Context: an optimization exercise on an open-source flow, tuned for small area and a short achievable clock period. The choices shown serve that exercise and are no tape-out recipe. Where RTL was checked, it was by simulation tests only, not by an equivalence proof against the original.

==> flow/design.v (excerpt) <==
module rsi_top
(
    input  logic   clk,
    input  logic   reset,
    input  logic [16-1:0] price,
    input  logic   price_valid,
    input  logic   eod,
    output logic   rsi_valid,
    output logic [7-1:0]   rsi,
    output logic   buy,
    output logic   sell
);
For scale: roughly 2900 cells after synthesis, about 30 I/O pins.
==> flow/config.mk <==
export PLATFORM = sky130hd
export DESIGN_NAME = rsi_top
export DESIGN_NICKNAME = rsi_top
export VERILOG_FILES = /design/flow/design.v
export SDC_FILE = /design/flow/constraint.sdc
export NUM_CORES = 4
export LEC_CHECK = 0
export ABC_AREA = 1
export CAP_MARGIN = 20
export CORE_MARGIN = 2
export CORE_UTILIZATION = 40
export CTS_CLUSTER_DIAMETER = 110
export CTS_CLUSTER_SIZE = 28
export SETUP_SLACK_MARGIN = 3.75
export SLEW_MARGIN = 20
==> flow/constraint.sdc <==
create_clock -name core_clock -period 6.5 [get_ports {clk}]
set_input_delay 1.3000 -clock core_clock [delete_from_list [all_inputs] [get_ports {clk}]]
set_output_delay 1.3000 -clock core_clock [all_outputs]
set_load 0.01 [all_outputs]
run.sh (not shown) runs the stock make flow with config.mk's settings and CLKGATE_MAP_FILE= SYNTH_SCRIPT=/design/flow/synth_recipe.tcl, a recipe that flattens the netlist after the stock synthesis.
The first run passed the timing, design-rule and antenna checks.
Edit:
- CAP_MARGIN: 20 -> 10
- SETUP_SLACK_MARGIN: 3.75 -> 3.9
- SLEW_MARGIN: 20 -> 10
Effect: Setup slack improved by 93 ps. Clock-buffer cell count shrinks by 2. First-iteration DRC count shrinks by a few percent. Final cell count barely changes.

========
== v10 ==
Another version of the RTL of rsi_top (not shown whole).
For scale: ~610 flip-flops, ~30 I/O pins.
Settings: LEC_CHECK=0, ABC_AREA=1, CAP_MARGIN=20, CORE_MARGIN=2, CORE_UTILIZATION=40, CTS_CLUSTER_DIAMETER=120, CTS_CLUSTER_SIZE=30, SETUP_SLACK_MARGIN=3.15, SLEW_MARGIN=20; clock period 6.5 ns.
## Diff of input files: v59 against v10
diff --git a/flow/config.mk b/flow/config.mk
--- a/flow/config.mk
+++ b/flow/config.mk
@@ -6,5 +6,4 @@
 export NUM_CORES = 4
 export LEC_CHECK = 0
-export ABC_AREA = 1
 export CAP_MARGIN = 20
 export CORE_MARGIN = 2
@@ -12,4 +11,4 @@
 export CTS_CLUSTER_DIAMETER = 120
 export CTS_CLUSTER_SIZE = 30
-export SETUP_SLACK_MARGIN = 3.15
+export SETUP_SLACK_MARGIN = 3.2
 export SLEW_MARGIN = 20
Notes after the runs:
v10 vs v59, end of the critical path: d_r[6][12] vs tsum[19]
Die area ends up lower on v59.
Maximum operating frequency: v59 worse than v10
Setup slack delta for v59 relative to v10: 380 ps lower
Inputs modified between v59 and v38:
diff --git a/flow/config.mk b/flow/config.mk
--- a/flow/config.mk
+++ b/flow/config.mk
@@ -6,4 +6,5 @@
 export NUM_CORES = 4
 export LEC_CHECK = 0
+export ABC_AREA = 1
 export CAP_MARGIN = 20
 export CORE_MARGIN = 2
@@ -11,4 +12,4 @@
 export CTS_CLUSTER_DIAMETER = 120
 export CTS_CLUSTER_SIZE = 30
-export SETUP_SLACK_MARGIN = 3.2
+export SETUP_SLACK_MARGIN = 3.3
 export SLEW_MARGIN = 20
==> run notes <==
Between v38 and v59, the synthesis-to-finish area growth is higher for v59.
The following lists how v5 was set up differently from v38:
diff --git a/flow/config.mk b/flow/config.mk
--- a/flow/config.mk
+++ b/flow/config.mk
@@ -6,5 +6,4 @@
 export NUM_CORES = 4
 export LEC_CHECK = 0
-export ABC_AREA = 1
 export CAP_MARGIN = 20
 export CORE_MARGIN = 2
@@ -12,4 +11,4 @@
 export CTS_CLUSTER_DIAMETER = 120
 export CTS_CLUSTER_SIZE = 30
-export SETUP_SLACK_MARGIN = 3.3
+export SETUP_SLACK_MARGIN = 3.0
 export SLEW_MARGIN = 20
--- outcome ---
v38 reports its worst-path cell with the longest stage delay as sky130_fd_sc_hd__fa_1 while v5 reports sky130_fd_sc_hd__edfxtp_1.
Delta (v5 minus v38): met1 track utilization from global routing moved down; routed wire length decreased 26000 um; post-layout instance count excluding filler cells fell about 18%.
Count of clock-buffer cells in the layout (v5 vs. v38) decreases by a few percent
For portion of the layout cell area used by clock cells, v5 and v38 come out practically identical.

========
== run 1 ==
rsi_top again, from the RTL that the note above started with.
==> flow/design.v (excerpt) <==
module rsi_top
(
    input  logic   clk,
    input  logic   reset,
    input  logic [16-1:0] price,
    input  logic   price_valid,
    input  logic   eod,
    output logic   rsi_valid,
    output logic [7-1:0]   rsi,
    output logic   buy,
    output logic   sell
);
Settings: LEC_CHECK=0, ABC_AREA=1, CAP_MARGIN=20, CORE_MARGIN=2, CORE_UTILIZATION=40, CTS_CLUSTER_DIAMETER=120, CTS_CLUSTER_SIZE=30, SETUP_SLACK_MARGIN=3.0, SLEW_MARGIN=20; clock period 6.5 ns.
Run 1: all stages complete, timing, DRC and antenna checks passed
Relative to run 1, the following input files were edited for run 2:
# run 1
export LEC_CHECK = 0
export ABC_AREA = 1
export CAP_MARGIN = 20
export CORE_MARGIN = 2
export CORE_UTILIZATION = 40
export CTS_CLUSTER_DIAMETER = 120
export CTS_CLUSTER_SIZE = 30
export SETUP_SLACK_MARGIN = 3.0
export SLEW_MARGIN = 20
create_clock -name core_clock -period 6.5 [get_ports {clk}]
# run 2
export LEC_CHECK = 0
export CAP_MARGIN = 20
export CORE_MARGIN = 2
export CORE_UTILIZATION = 40
export CTS_CLUSTER_DIAMETER = 120
export CTS_CLUSTER_SIZE = 30
export SETUP_SLACK_MARGIN = 2.8
export SLEW_MARGIN = 20
create_clock -name core_clock -period 6.5 [get_ports {clk}]
--- outcome ---
- The non-clock inverter instance count of the final layout in run 2 is 0.43 times that in run 1.
- Comparing run 1 and run 2, area after synthesis is lower on run 2.
- Run 2 reports its commonest non-fill, non-tap cell in the layout as sky130_fd_sc_hd__dfxtp_1 while run 1 reports sky130_fd_sc_hd__nand2_1.
- Run 2 vs run 1 — utilization rose 0.32 points.
Input-level comparison between run 3 and run 2:
# run 2
export LEC_CHECK = 0
export CAP_MARGIN = 20
export CORE_MARGIN = 2
export CORE_UTILIZATION = 40
export CTS_CLUSTER_DIAMETER = 120
export CTS_CLUSTER_SIZE = 30
export SETUP_SLACK_MARGIN = 2.8
export SLEW_MARGIN = 20
create_clock -name core_clock -period 6.5 [get_ports {clk}]
# run 3
export LEC_CHECK = 0
export CAP_MARGIN = 20
export CORE_MARGIN = 2
export CORE_UTILIZATION = 60
export CTS_CLUSTER_DIAMETER = 120
export CTS_CLUSTER_SIZE = 30
export SETUP_SLACK_MARGIN = 3.0
export SLEW_MARGIN = 20
create_clock -name core_clock -period 6.5 [get_ports {clk}]
[summary]
Relative to run 2, worst clock skew increased by 8.9 ps in run 3.
Maximum frequency (run 3 over run 2): increase, about 3%
Diff run 2 -> run 3: worst slack at placement down 38 ps; met3 track utilization from global routing up 0.26 points.
Run 2 → run 3: cell count went down by 266; die area went down by 23000 um2; final wirelength went down by 1.8%.

========
== try-ember ==
rsi_top, a different RTL version from the one above (not shown whole).
Size in the first run: roughly 2,600 cells after synthesis, about 650 flip-flops, roughly 30 I/O pins, about 0.030 mm^2 of cells after synthesis.
Settings: LEC_CHECK=0, CAP_MARGIN=20, CORE_MARGIN=2, CORE_UTILIZATION=40, SETUP_SLACK_MARGIN=3.5, SLEW_MARGIN=20; clock period 6.5 ns.
try-ember reached the end of the flow, and the finished layout is clean on the timing, design-rule and antenna checks.
> inputs changed (try-ember -> try-onyx)
- SETUP_SLACK_MARGIN: 3.5 -> unset
- ABC_AREA: unset -> 1
Findings:
For the critical path depth, try-onyx came in 1 higher than try-ember did.
try-onyx reports its beginning of the critical path as mv_first while try-ember reports gsum[2].
Across try-onyx and try-ember, none had a timing, DRC or antenna violation.
The placed cell area number comes out lower for try-ember vs try-onyx.
For try-amber, these inputs were changed with respect to try-onyx:
- an added SETUP_SLACK_MARGIN of 3.0
- a deleted ABC_AREA that had been 1
Findings:
Status | try-onyx and try-amber | clean
Going from try-onyx to try-amber, via-per-instance ratio saw a decrease, design area decreased 0.0021 mm^2, first-pass GRT wire length has decreased, clock slew seen by the registers of the worst setup and hold paths stayed essentially flat.
HPWL after detailed placement (higher): try-onyx
Vias: try-amber below try-onyx
--- input diff try-amber..try-umber ---
- an added ABC_CLOCK_PERIOD_IN_PS of 3500
--- outcome ---
The number of vias per cell after detailed routing was comparable across try-amber and try-umber.
As far as multi-input logic portion of the cell area goes, try-umber and try-amber are indistinguishable; the numbers are identical.
From try-umber to try-amber, antenna cell count did not move at all.
Re first-iteration DRC count: no difference whatsoever between try-amber and try-umber.
The average cell area after synthesis was comparable across try-amber and try-umber.
Looking at try-amber and try-umber, the share of final layout cell area taken by clock buffers and inverters is a wash.
Diff try-umber..try-amber | routed wire length | unchanged
Between try-umber and try-amber, the standard cell area after detailed placement does not differ in any meaningful way.
#### Input delta (try-tundra over try-umber)
- ABC_CLOCK_PERIOD_IN_PS removed (was 3500)
- SETUP_SLACK_MARGIN removed (was 3.0)
### Flow results
try-tundra has completed all stages; timing, DRC and antenna checks passed. Going from try-umber to try-tundra, post-route core utilization shows a reduction of 1.4 points, via count of the first global-routing pass shows a reduction of about 1.7%. Count of clock-buffer cells in the layout of try-tundra exceeds that of try-umber by a few percent.
For try-maple, these inputs were changed with respect to try-tundra:
- setting SETUP_SLACK_MARGIN to 4.0 for the first time
Findings:
- The lower number of instances resized during post-cts repair of try-tundra and try-maple is in try-tundra.
- Utilization of the core after routing (lower): try-tundra
- Critical path depth: try-maple vs try-tundra up 2
- try-maple ended with more non-clock buffer total of the final layout than try-tundra.
No functional check of the RTL was part of any run of this note.

========
== rev 12 ==
rsi_top, a different RTL version from the one above (not shown whole).
For scale: roughly 3100 cells after synthesis, about 30 I/O pins.
==> flow/config.mk <==
export PLATFORM = sky130hd
export DESIGN_NAME = rsi_top
export DESIGN_NICKNAME = rsi_top
export VERILOG_FILES = /design/flow/design.v
export SDC_FILE = /design/flow/constraint.sdc
export NUM_CORES = 4
export LEC_CHECK = 0
export ABC_AREA = 1
export CAP_MARGIN = 20
export CORE_MARGIN = 2
export CORE_UTILIZATION = 40
export CTS_CLUSTER_DIAMETER = 110
export CTS_CLUSTER_SIZE = 28
export SETUP_SLACK_MARGIN = 4.1
export SLEW_MARGIN = 20
==> flow/constraint.sdc <==
create_clock -name core_clock -period 6.5 [get_ports {clk}]
set_input_delay 1.3000 -clock core_clock [delete_from_list [all_inputs] [get_ports {clk}]]
set_output_delay 1.3000 -clock core_clock [all_outputs]
set_load 0.01 [all_outputs]
Rev 12 finished every step from synthesis to the final layout, and the layout passed the timing, design-rule and antenna checks.
Changes in rev 13 relative to rev 12:
-- flow/config.mk --
<<< rev 12, line 13
export CTS_CLUSTER_SIZE = 28
export SETUP_SLACK_MARGIN = 4.1
export SLEW_MARGIN = 20
>>> rev 13, line 13
export CTS_CLUSTER_SIZE = 28
export SETUP_SLACK_MARGIN = 3.9
export SLEW_MARGIN = 20
--- outcome ---
Rev 13 completed end to end with timing, DRC and antenna clean. Cmp rev 12 and rev 13 / detailed-routing wirelength on met1 / higher: rev 12. Against rev 12, rev 13 reports a shortest clock period the worst path allows after layout that is higher. Of rev 12 and rev 13, the higher transition time at the pin with the least slew margin belongs to rev 12. Changes observed in rev 13 relative to rev 12: clock skew went up 16 ps; fraction of the cycle the final worst path needs rose by 0.83 points. Reported for rev 12 and rev 13, number of well taps turned out identical to the last digit. Any difference in die area between rev 12 and rev 13 is small enough to ignore. The lower post-layout instance area of rev 12 and rev 13 is in rev 13.

========
Another version of the RTL of rsi_top (not shown whole).
Size in the first run: about 2400 cells after synthesis, roughly 30 I/O pins.
make LEC_CHECK=0 CAP_MARGIN=20 CORE_MARGIN=2 CORE_UTILIZATION=40 CTS_CLUSTER_DIAMETER=100 CTS_CLUSTER_SIZE=24 SETUP_SLACK_MARGIN=3.0 SLEW_MARGIN=20 finish   # period 6.5 ns
The starting point completed without violations.
Then changed:
--- a/flow/config.mk
+++ b/flow/config.mk
@@ -9,6 +9,4 @@
 export CORE_MARGIN = 2
 export CORE_UTILIZATION = 40
-export CTS_CLUSTER_DIAMETER = 100
-export CTS_CLUSTER_SIZE = 24
-export SETUP_SLACK_MARGIN = 3.0
+export SETUP_SLACK_MARGIN = 3.4
 export SLEW_MARGIN = 20
Effect: Clock-buffer cell count grows by 52; wire length grows by a little under a tenth; area after synthesis stays the same; critical path depth stays the same; global-route usage grows by 1.2 points; synthesized cell count does not change.
Then changed:
--- a/flow/config.mk
+++ b/flow/config.mk
@@ -9,4 +9,5 @@
 export CORE_MARGIN = 2
 export CORE_UTILIZATION = 40
-export SETUP_SLACK_MARGIN = 3.4
+export CTS_BUF_LIST = sky130_fd_sc_hd__clkbuf_4
+export SETUP_SLACK_MARGIN = 3.0
 export SLEW_MARGIN = 20
The new run went through all stages and came out clean.
Setup slack gets worse by 0.12 ns.
Clock-buffer cell count climbs by 158.
Maximum frequency drops by 3.3%.
Clock skew climbs by 0.021 ns.
Die area stays the same.
Then changed:
--- a/flow/config.mk
+++ b/flow/config.mk
@@ -9,5 +9,5 @@
 export CORE_MARGIN = 2
 export CORE_UTILIZATION = 40
-export CTS_BUF_LIST = sky130_fd_sc_hd__clkbuf_4
+export CTS_BUF_LIST = sky130_fd_sc_hd__clkbuf_8
 export SETUP_SLACK_MARGIN = 3.0
 export SLEW_MARGIN = 20
Outcome:
- The changed run completed with no timing, DRC or antenna violations
- non-clock buffer count is lower by 4
- cell area is higher by 0.56%
- clock skew is lower by 0.023 ns

========
## run A
Starting RTL as in the previous note.
Settings: LEC_CHECK=0, CAP_MARGIN=20, CORE_MARGIN=2, CORE_UTILIZATION=40, SETUP_SLACK_MARGIN=3.0, SLEW_MARGIN=20; clock period 6.5 ns.
Relative to run A, the following input files were edited for run B:
Settings: CTS_CLUSTER_DIAMETER newly set to 120; CTS_CLUSTER_SIZE newly set to 30.
==> run notes <==
Compare run A and run B | number of post-CTS setup repair buffers higher: run B. Run B — end-of-flow core utilization 2.2 points lower, run A as reference. Run B ended with less detailed-routed wire length on met2 than run A. Cmp run A and run B / peak clock frequency supported by timing / higher: run B. Final area for run B: 1600 µm² down relative to run A. Wire length of the first global-routing pass in run B vs run A: down 2400 µm. Worst hold slack was higher in the run labelled run B. On final critical-path required period, run A loses to run B. met2 demand-to-capacity share in global routing was lower in run B than in run A.

========
RTL: one of the versions met above, not the one the previous note started from.
Size: roughly 2,900 cells after synthesis, roughly 710 flip-flops, about 30 I/O pins.
## rsi_top
module rsi_top
(
    input  logic   clk,
    input  logic   reset,
    input  logic [16-1:0] price,
    input  logic   price_valid,
    input  logic   eod,
    output logic   rsi_valid,
    output logic [7-1:0]   rsi,
    output logic   buy,
    output logic   sell
);
make LEC_CHECK=0 ABC_AREA=1 CAP_MARGIN=20 CORE_MARGIN=2 CORE_UTILIZATION=40 CTS_CLUSTER_DIAMETER=110 CTS_CLUSTER_SIZE=28 SETUP_SLACK_MARGIN=3.9 SLEW_MARGIN=20 TNS_END_PERCENT=20 finish   # period 6.5 ns
The baseline completed with no timing, DRC or antenna violations.
Next try:
- TNS_END_PERCENT: 20 -> unset
Outcome:
- routed wire length barely changes
- synthesized area stays the same
- design area is higher by 0.81%
- sequential share of layout area falls by 0.40 points
- worst hold slack gets better by 0.012 ns
- sequential cell count stays the same

==> re-timing with driven ports <==
The results above use ideal ports. As a check the final layouts listed here were re-extracted and re-timed, cells and wires unchanged.
Step 1 assumes that a clkbuf_16 drives the clock port and a buf_2 every other input.
Step 2 times the ports against the registers' clock, not the clock port: input delays grow and output delays shrink by t, the midpoint of the rising clock arrivals with the driver on.
Three values: ideal, step 1, step 2; two values: the first two.
run	t (ns)	setup slack, ns	worst register clock-pin slew, ns	worst slew at a driven data input, ns
the first run of note 1	0.686	3.883 / 3.857 / 3.883	0.12 / 0.12	0.04
the second run of note 1	0.684	3.976 / 3.915 / 4.006	0.11 / 0.11	0.07
v10	0.667	3.386 / 3.386 / 2.819	0.12 / 0.12	0.05
v59	0.627	3.004 / 3.004 / 2.721	0.13 / 0.13	0.03
v38	0.665	3.380 / 3.380 / 2.818	0.12 / 0.12	0.05
v5	0.633	3.027 / 3.027 / 2.549	0.12 / 0.12	0.04
run 1	0.679	3.153 / 3.153 / 2.855	0.12 / 0.12	0.04
run 2	0.633	2.861 / 2.861 / 2.341	0.12 / 0.12	0.03
run 3	0.634	2.968 / 2.968 / 2.557	0.12 / 0.12	0.03
try-ember	0.669	2.998 / 2.998 / 2.915	0.06 / 0.06	0.06
try-onyx	0.669	2.845 / 2.845 / 2.845	0.07 / 0.07	0.04
try-amber	0.651	2.897 / 2.897 / 2.501	0.06 / 0.06	0.03
try-umber	0.651	2.897 / 2.897 / 2.501	0.06 / 0.06	0.03
try-tundra	0.653	2.148 / 2.148 / 1.765	0.06 / 0.06	0.03
try-maple	0.676	2.850 / 2.850 / 2.850	0.06 / 0.06	0.05
rev 12	0.684	4.024 / 4.004 / 4.024	0.11 / 0.11	0.05
rev 13	0.684	3.970 / 3.905 / 4.015	0.12 / 0.12	0.04
the first run of note 6	0.678	2.973 / 2.973 / 2.462	0.11 / 0.11	0.03
the second run of note 6	0.673	3.100 / 3.100 / 2.808	0.06 / 0.06	0.04
the third run of note 6	1.016	2.983 / 2.983 / 2.131	0.08 / 0.08	0.03
the fourth run of note 6	0.758	2.968 / 2.968 / 2.392	0.07 / 0.07	0.03
run A	0.659	2.958 / 2.958 / 2.457	0.06 / 0.06	0.03
run B	0.642	3.003 / 3.003 / 2.435	0.12 / 0.12	0.03
the first run of note 8	0.685	3.693 / 3.635 / 3.834	0.12 / 0.12	0.04
the second run of note 8	0.684	3.976 / 3.915 / 4.006	0.11 / 0.11	0.07
After both steps every run listed still meets setup and hold. The setup slack of the third run of note 6, which loses most, moves by 0.000 ns with the drivers and by -0.852 ns with both steps.
